From an optimization exercise on the open Yosys and OpenROAD flow, aimed at a short achievable clock period and few clock cycles; shortcuts taken in it are not production practice.
In this exercise RTL edits were held to simulation tests only and were not proved equivalent to the original.
Power is estimated from default activity; no workload was simulated.

--- flow/run.sh ---
#!/bin/bash
# synth_recipe.tcl (not shown) runs the flow's synth.tcl, then flattens the netlist and writes it again
# the make line also repeats each setting of config.mk as NAME=value (left out here)
make -C /OpenROAD-flow-scripts/flow DESIGN_CONFIG=/design/flow/config.mk WORK_HOME=/design/flow/orfs CLKGATE_MAP_FILE= SYNTH_SCRIPT=/design/flow/synth_recipe.tcl finish
--- flow/config.mk ---
export PLATFORM = sky130hd
export DESIGN_NAME = rv32_core
export DESIGN_NICKNAME = rv32_core
export VERILOG_FILES = /design/flow/design.v
export SDC_FILE = /design/flow/constraint.sdc
export NUM_CORES = 4
export LEC_CHECK = 0
export CAP_MARGIN = 20
export CORE_MARGIN = 2
export CORE_UTILIZATION = 30
export PLACE_DENSITY = 0.45
export SETUP_SLACK_MARGIN = 5
export SLEW_MARGIN = 20
--- flow/constraint.sdc ---
create_clock -name core_clock -period 8.0 [get_ports {clk}]
set_input_delay 1.6000 -clock core_clock [delete_from_list [all_inputs] [get_ports {clk}]]
set_output_delay 1.6000 -clock core_clock [all_outputs]
set_load 0.01 [all_outputs]
--- flow/design.v ---
package rv32_pkg;
    localparam int OP_ADD  = 0;
    localparam int OP_SUB  = 1;
    localparam int OP_SLL  = 2;
    localparam int OP_SLT  = 3;
    localparam int OP_SLTU = 4;
    localparam int OP_XOR  = 5;
    localparam int OP_SRL  = 6;
    localparam int OP_SRA  = 7;
    localparam int OP_OR   = 8;
    localparam int OP_AND  = 9;
endpackage
`timescale 1ns/1ps
module alu (
    input  logic [32-1:0] a,
    input  logic [32-1:0] b,
    input  logic [4:0]       shamt,
    input  logic [9:0]       op,
    output logic [32-1:0] sum,
    output logic [32-1:0] diff,
    output logic [32-1:0] other,
    output logic [32-1:0] result
);
    logic             lt_s;
    logic             lt_u;
    logic [32-1:0] sll;
    logic [32-1:0] sr;
    logic             fill;
    assign sum   = a + b;
    assign diff  = a - b;
    assign lt_s  = $signed(a) < $signed(b);
    assign lt_u  = a < b;
    assign fill = op[rv32_pkg::OP_SRA] & a[32-1];
    assign sll  = a << shamt;
    assign sr   = 32'({{32{fill}}, a} >> shamt);
    assign other =
          ({32{op[rv32_pkg::OP_SLL]}}  & sll)
        | ({32{op[rv32_pkg::OP_SLT]}}  & {{(32-1){1'b0}}, lt_s})
        | ({32{op[rv32_pkg::OP_SLTU]}} & {{(32-1){1'b0}}, lt_u})
        | ({32{op[rv32_pkg::OP_XOR]}}  & (a ^ b))
        | ({32{op[rv32_pkg::OP_SRL] | op[rv32_pkg::OP_SRA]}} & sr)
        | ({32{op[rv32_pkg::OP_OR]}}   & (a | b))
        | ({32{op[rv32_pkg::OP_AND]}}  & (a & b));
    assign result = op[rv32_pkg::OP_ADD] ? sum : (op[rv32_pkg::OP_SUB] ? diff : other);
endmodule
`timescale 1ns/1ps
module register_file (
    input  logic             clk,
    input  logic             rst,
    input  logic             wr_ena,
    input  logic [4:0]       wr_addr,
    input  logic [32-1:0] wr_data,
    input  logic [31:0]      rd_sel0,    
    input  logic [31:0]      rd_sel1,
    output logic [32-1:0] rd_data0,
    output logic [32-1:0] rd_data1
);
    wire [32-1:0] regs [32];
    assign regs[0] = '0;
    for (genvar i = 1; i < 32; i++) begin : g_reg
        logic [32-1:0] q;
        always_ff @(posedge clk) begin
            if (rst) begin
                q <= '0;
            end else if (wr_ena && wr_addr == 5'(i)) begin
                q <= wr_data;
            end
        end
        assign regs[i] = q;
    end
    always_comb begin
        rd_data0 = '0;
        rd_data1 = '0;
        for (int i = 1; i < 32; i++) begin
            rd_data0 = rd_data0 | ({32{rd_sel0[i]}} & regs[i]);
            rd_data1 = rd_data1 | ({32{rd_sel1[i]}} & regs[i]);
        end
    end
endmodule
`timescale 1ns/1ps
module instr_decoder (
    input  logic [31:0]        instr,
    output logic [4:0]         rs1,
    output logic [4:0]         rs2,
    output logic [4:0]         rd,
    output logic [32-1:0]   imm,
    output logic [9:0]         alu_op,
    output logic               is_alu,
    output logic               is_reg,
    output logic               is_load,
    output logic               is_store
);
    logic [2:0] funct3;
    logic       alt;
    assign rs1    = instr[19:15];
    assign rs2    = instr[24:20];
    assign rd     = instr[11:7];
    assign funct3 = instr[14:12];
    assign alt    = instr[30];
    assign is_alu   = instr[4];
    assign is_reg   = instr[4] & instr[5];
    assign is_load  = ~instr[4] & ~instr[5];
    assign is_store = ~instr[4] & instr[5];
    assign imm = is_store ? {{(32-12){instr[31]}}, instr[31:25], instr[11:7]}
                          : {{(32-12){instr[31]}}, instr[31:20]};
    always_comb begin
        alu_op = '0;
        case (funct3)
            3'b000: begin
                if (is_reg && alt) alu_op[rv32_pkg::OP_SUB] = 1'b1;
                else               alu_op[rv32_pkg::OP_ADD] = 1'b1;
            end
            3'b001: alu_op[rv32_pkg::OP_SLL]  = 1'b1;
            3'b010: alu_op[rv32_pkg::OP_SLT]  = 1'b1;
            3'b011: alu_op[rv32_pkg::OP_SLTU] = 1'b1;
            3'b100: alu_op[rv32_pkg::OP_XOR]  = 1'b1;
            3'b101: begin
                if (alt) alu_op[rv32_pkg::OP_SRA] = 1'b1;
                else     alu_op[rv32_pkg::OP_SRL] = 1'b1;
            end
            3'b110: alu_op[rv32_pkg::OP_OR]   = 1'b1;
            default: alu_op[rv32_pkg::OP_AND] = 1'b1;
        endcase
    end
endmodule
`timescale 1ns/1ps
module core_control (
    input  logic         clk,
    input  logic         rst,
    input  logic         executed,
    output logic         instruction_done,
    output logic [31:0]  instructions_completed
);
    always_ff @(posedge clk) begin
        if (rst) begin
            instruction_done <= 1'b0;
        end else begin
            instruction_done <= executed;
        end
    end
    always_ff @(posedge clk) begin
        if (rst) begin
            instructions_completed <= '0;
        end else if (instruction_done) begin
            instructions_completed <= instructions_completed + 32'd1;
        end
    end
endmodule
`timescale 1ns/1ps
module rv32_core (
    input  logic             clk,
    input  logic             rst,
    output logic [32-1:0] mem_addr,
    input  logic [32-1:0] mem_rd_data,
    output logic [32-1:0] mem_wr_data,
    output logic             mem_wr_ena,
    output logic [32-1:0] pc,
    output logic             instruction_done,
    output logic [31:0]      instructions_completed
);
    logic [32-1:0] maddr;      
    logic             m_cyc;      
    logic             m_st;       
    logic [32-1:0] wdata;
    logic [31:2]      fa;         
    logic             fetch;      
    logic [31:0]      ir, ir2;
    logic             ir_v, ir2_v;
    logic [31:0]      ir_sel1, ir_sel2;     
    logic [31:0]      ir2_sel1, ir2_sel2;
    logic [31:0]      f_sel1, f_sel2;
    logic             adv;                  
    logic             dstall;
    logic [4:0]       d_rs1, d_rs2, d_rd;
    logic [32-1:0] d_imm;
    logic [9:0]       d_op;
    logic             d_alu, d_reg, d_ld, d_st, d_shift;
    logic             e_v;
    logic [32-1:0] e_a, e_b, e_sd;
    logic [4:0]       e_sh;       
    logic [4:0]       e_rd;
    logic [9:0]       e_op;
    logic             e_wr, e_ldw, e_ls, e_st;
    logic [32-1:0] alu_result;
    logic [32-1:0] alu_sum, alu_diff, alu_other;
    logic             e_add, e_sub;
    logic             p_alu, p_ld;
    logic [4:0]       p_rd;
    logic [32-1:0] p_res;
    logic             wr_ena;
    logic [32-1:0] wr_data;
    logic [32-1:0] rf_data0, rf_data1;
    logic             fwd_e1, fwd_e2, fwd_p1, fwd_p2;
    logic [32-1:0] a_other, b_other, sd_other;
    logic [32-1:0] b_next;
    assign adv   = ir_v & ~dstall;
    assign fetch = ~m_cyc;
    assign f_sel1 = 32'd1 << mem_rd_data[19:15];
    assign f_sel2 = 32'd1 << mem_rd_data[24:20];
    instr_decoder u_decoder (
        .instr    (ir),
        .rs1      (d_rs1),
        .rs2      (d_rs2),
        .rd       (d_rd),
        .imm      (d_imm),
        .alu_op   (d_op),
        .is_alu   (d_alu),
        .is_reg   (d_reg),
        .is_load  (d_ld),
        .is_store (d_st)
    );
    assign d_shift = d_alu & (ir[13:12] == 2'b01);
    assign wr_ena  = p_alu | p_ld;
    assign wr_data = p_ld ? mem_rd_data : p_res;
    register_file u_regfile (
        .clk      (clk),
        .rst      (rst),
        .wr_ena   (wr_ena),
        .wr_addr  (p_rd),
        .wr_data  (wr_data),
        .rd_sel0  (ir_sel1),
        .rd_sel1  (ir_sel2),
        .rd_data0 (rf_data0),
        .rd_data1 (rf_data1)
    );
    assign dstall = e_v & e_ldw & ((e_rd == d_rs1) | ((e_rd == d_rs2) & (d_reg | d_st)));
    assign fwd_e1 = e_v & e_wr & (e_rd == d_rs1);
    assign fwd_e2 = e_v & e_wr & (e_rd == d_rs2);
    assign fwd_p1 = wr_ena & (p_rd == d_rs1);
    assign fwd_p2 = wr_ena & (p_rd == d_rs2);
    assign a_other  = fwd_p1 ? wr_data : rf_data0;
    assign sd_other = fwd_p2 ? wr_data : rf_data1;
    assign b_other  = d_reg ? sd_other : d_imm;
    assign b_next   = (fwd_e2 & d_reg) ? (e_add ? alu_sum : (e_sub ? alu_diff : alu_other)) : b_other;
    alu u_alu (
        .a      (e_a),
        .b      (e_b),
        .shamt  (e_sh),
        .op     (e_op),
        .sum    (alu_sum),
        .diff   (alu_diff),
        .other  (alu_other),
        .result (alu_result)
    );
    assign e_add = e_op[rv32_pkg::OP_ADD];
    assign e_sub = e_op[rv32_pkg::OP_SUB];
    always_ff @(posedge clk) begin
        if (rst) begin
            maddr <= '0;
            fa    <= '0;
            m_cyc <= 1'b0;
            m_st  <= 1'b0;
            p_alu <= 1'b0;
            p_ld  <= 1'b0;
        end else begin
            if (e_v & e_ls) begin
                maddr <= alu_sum;
            end else if (fetch) begin
                maddr <= {fa + 30'd1, 2'b00};
            end else begin
                maddr <= {fa, 2'b00};
            end
            if (fetch) begin
                fa <= fa + 30'd1;
            end
            m_cyc <= e_v & e_ls;
            m_st  <= e_v & e_st;
            p_alu <= e_v & e_wr;
            p_ld  <= e_v & e_ldw;
        end
    end
    always_ff @(posedge clk) begin
        p_rd  <= e_rd;
        p_res <= alu_result;
        wdata <= e_sd;
    end
    always_ff @(posedge clk) begin
        if (rst) begin
            ir_v  <= 1'b0;
            ir2_v <= 1'b0;
        end else begin
            ir_v  <= (ir_v & ~adv) | ir2_v | fetch;
            ir2_v <= ir_v & ~adv & fetch;
        end
    end
    always_ff @(posedge clk) begin
        if (~ir_v | adv) begin
            if (ir2_v) begin
                ir      <= ir2;
                ir_sel1 <= ir2_sel1;
                ir_sel2 <= ir2_sel2;
            end else begin
                ir      <= mem_rd_data;
                ir_sel1 <= f_sel1;
                ir_sel2 <= f_sel2;
            end
        end
        if (fetch) begin
            ir2      <= mem_rd_data;
            ir2_sel1 <= f_sel1;
            ir2_sel2 <= f_sel2;
        end
    end
    always_ff @(posedge clk) begin
        if (rst) begin
            e_v <= 1'b0;
        end else begin
            e_v <= adv;
        end
    end
    always_ff @(posedge clk) begin
        e_a   <= (fwd_e1 & e_add) ? alu_sum : ((fwd_e1 & e_sub) ? alu_diff : (fwd_e1 ? alu_other : a_other));
        e_b   <= b_next;
        e_sd  <= (fwd_e2 & e_add) ? alu_sum : ((fwd_e2 & e_sub) ? alu_diff : (fwd_e2 ? alu_other : sd_other));
        e_sh  <= d_shift ? b_next[4:0] : 5'd0;
        e_rd  <= d_rd;
        e_op  <= d_op;
        e_wr  <= d_alu & (d_rd != 5'd0);
        e_ldw <= d_ld & (d_rd != 5'd0);
        e_ls  <= ~d_alu;
        e_st  <= d_st;
    end
    core_control u_control (
        .clk                    (clk),
        .rst                    (rst),
        .executed               (e_v),
        .instruction_done       (instruction_done),
        .instructions_completed (instructions_completed)
    );
    assign pc          = {instructions_completed[29:0], 2'b00};
    assign mem_addr    = maddr;
    assign mem_wr_data = wdata;
    assign mem_wr_ena  = m_st;
endmodule
==> run notes <==
repair_timing:
action | CTS | global route
gates resized for setup | 1133 | 281
endpoints found under the setup margin | 972 | 706
hold buffers | 0 | 0
cloned | 22 | 2
pin swaps | 127 | 118
buffers inserted | 192 | 96
routing by layer:
| metal | routed length [microns] | track usage |
|---|---|---|
| met5 | 196 | 0.00367 |
| met2 | 176000 | 0.504 |
| met1 | 160000 | 0.423 |
| met4 | 32800 | 0.218 |
| met3 | 48500 | 0.105 |
per-stage QoR:
step	total power (uW)	instances
floorplan	8380	7601
detailed placement	8990	10200
global route	17600	10900
CTS	17100	10800
global placement	8980	10200
finish	17200	10900
sequential cells by signal (all words and copies together) (netlist names), 32 cells and up:
register                          cells
e_a                                  32
e_b                                  32
e_sd                                 32
maddr                                32
p_res                                32
u_control.instructions_completed     32
u_regfile.g.q                       992
wdata                                32
where the power goes:
group          total [uW]  internal (uW)  switching [uW]
clock network        8040           4630            3410
logic                1550            437            1110
registers            7610           7500             104
total               17200          12600            4630
cell usage after synthesis (all sizes together) (131+ instances only):
master,count
inv,131
edfxtp,178
a21oi,152
nor2,1285
o21ai,145
a221oi,273
a22o,256
clkbuf,699
a211oi,1013
a22oi,399
mux2i,152
dfxtp,1283
nand4,151
nand2,280
path summary, 6_finish.rpt:
path	startpoint	endpoint	slack, ns	cells after the start
max reg2reg	ir_sel1[10]$_DFFE_PP_	e_a[22]$_DFF_P_	4.72	9
min reg2reg	e_sd[5]$_DFF_P_	wdata[5]$_DFF_P_	0.32	0
min	e_sd[5]$_DFF_P_	wdata[5]$_DFF_P_	0.32	0
max	ir_sel1[10]$_DFFE_PP_	e_a[22]$_DFF_P_	4.72	9
cell type report:
cell class	instances	area [sq um]	share of cell area
Clock buffer	253	5030	0.0585
Timing Repair Buffer	715	6590	0.0767
Clock inverter	54	589	0.00685
Antenna cell	22	55.1	0.000640
Inverter	132	527	0.00613
Tap cell	3026	3790	0.0440
Multi-Input combinational cell	5210	38200	0.444
Sequential cell	1461	31200	0.363
kinds of logic (layout without fill, tap and decap cells):
group	after synthesis	after routing
adder cells (fa/ha/maj)	100	100
flip-flops	1461	1461
multiplexers	276	284
buffers and inverters	950	1154
XOR/XNOR	120	120
AND/OR/NAND/NOR	2093	2105
other	1	24
AO/OA/AOI/OAI	2599	2599
==> reports/metrics.cfg <==
[synthesis]
synth_edf_count = 178
synth_seq_cells = 1461
yosys.area.top_type = dfxtp_1
synth_fa_ha_area_frac = 0.0182
synth_compound_area_frac = 0.285
synth_xor_xnor_area_share = 0.0151
syn-cell-area_sq_um = 69600
synth.area.top_cells = dfxtp_1 37%, a211oi_1 11%, edfxtp_1 7.7%
ys_seq_area_frac = 0.446
avgSynthCellArea_sq_um = 9.15
post_synth_num_cell_types = 98
yosys_warnings = 4
async_reset_ff_frac = 0
synth-simple-area-share = 0.129
ys.flop_type = dfxtp_1
syn_inst = 7600
synthMuxAreaShare = 0.0517
synth_top_family_by_area = compound AO/OA/AOI/OAI gates
synth.top_cell.area_share = 0.369

[worst_setup_path]
crit_family = simple AND/OR/NAND/NOR gates
criticalPathCategory = reg -> reg
max_stage_delay_ns = 0.50
crit_chain = buf_4, buf_4, a22o_1, a221oi_1, nand4_1, nor3_4, mux2i_1, nand2_1, o21ai_1
arrival_ns = 4.00
cp_slowest_cell = nor3_4
required_ns = 8.72
start_kind = flop
critPathBufInv = 2
cp_max_fo = 18
crit_path_frequent_cell = buf_4
end_kind = flop

[pwr]
p_leak_uw = 0.0288
power.density_nw_per_um2 = 200
ir_drop_mv = 0.212

[drt]
drcViolationCount = 0
ant_nets = 0
finalWirelength_mm = 417
dr.pass1.iters = 9
drt_iter0_drc = 11700
vias = 71000
vias_per_cell = 6.53
avgRoutedWirePerCell_microns = 38.4

[timing]
fin_ws_ns = 4.72
slew-limit-headroom = 0.109
slew_violations = 0
finalCritPeriodShare = 0.409
tightest_slew_ns = 1.34
timing.fmax_mhz = 305
whs_ns = 0.324
timing_hold_violations_final = 0
finalCriticalPeriod_ns = 3.28
finClkSkew_ns = 0.0504
setup-tns-final_ns = 0
rsz0062_at_grt = yes
setup_viol = 0

[grt]
globalRouteOverflowTotal = 0
grt_max_degree = 202
grt.total_usage = 0.339
grt_antenna_before_repair = 38
grt_pass1_vias = 66200
grt_first_pass_wirelength_mm = 564

[min_path]
worstHoldPathType = reg -> reg

[die]
coreArea_sq_um = 230000
die_h_microns = 486
io-pin-count = 164
die-area_sq_um = 236000
rows = 176
start_util = 0.302
die_w_microns = 486

[cts]
cts.path.max_buffers = 3
cts.sinks = 1461
htreeDepth = 4
cts_tree = built
clk_pin_slew_ns = 0.06
cts_buffers = 169
cts-root-buf = clkbuf_16
clk_latency_ns = 0.87

[finish]
drive_gt1_frac = 0.208
final_common_cell = nor2_1
final_cell_area_sq_um = 86000
fill_cells = 23100
layout_common_cells = 1,239 x nor2_1, 1,206 x dfxtp_1, 1,006 x a211oi_1
fin_nets = 7823
fin_util = 0.373
syn2layout_area_growth_pct = 23.6

[placement]
gp_congestion = 0.980
io_buffers = 161
dp_hpwl_mm = 242
dpl_cell_area_sq_um = 74400
dp_slack_ns = 3.46

[run_status]
outcome = no timing/DRC/antenna violations

[run]
drv_cap = 0

Testbench counts, summed over its fixed seeds: cycles 46,081.

==> separate check: timing with driven ports <==
The flow's constraints put no driver on any port. The routed layout listed below was extracted and timed again, unchanged, in two steps.
Step 1 sets driving cells, clkbuf_16 on the clock port and buf_2 on the other inputs (assumed; they add their load-dependent delay and slew).
Step 2, shift: input delay + t, output delay - t, t = (earliest + latest rising clock arrival at the registers) / 2. This alone moves slack from input paths to output paths.
Slacks: ideal / step 1 / step 2; pairs: ideal / step 1.
t (ns): 0.942
setup WS [ns]: 4.725 / 4.725 / 3.915
clock arrival spread, ns: 0.051 / 0.051
After both steps setup and hold are still met in this run. For this run, drivers alone change the setup slack by 0.000 ns; drivers and shift together by -0.810 ns.
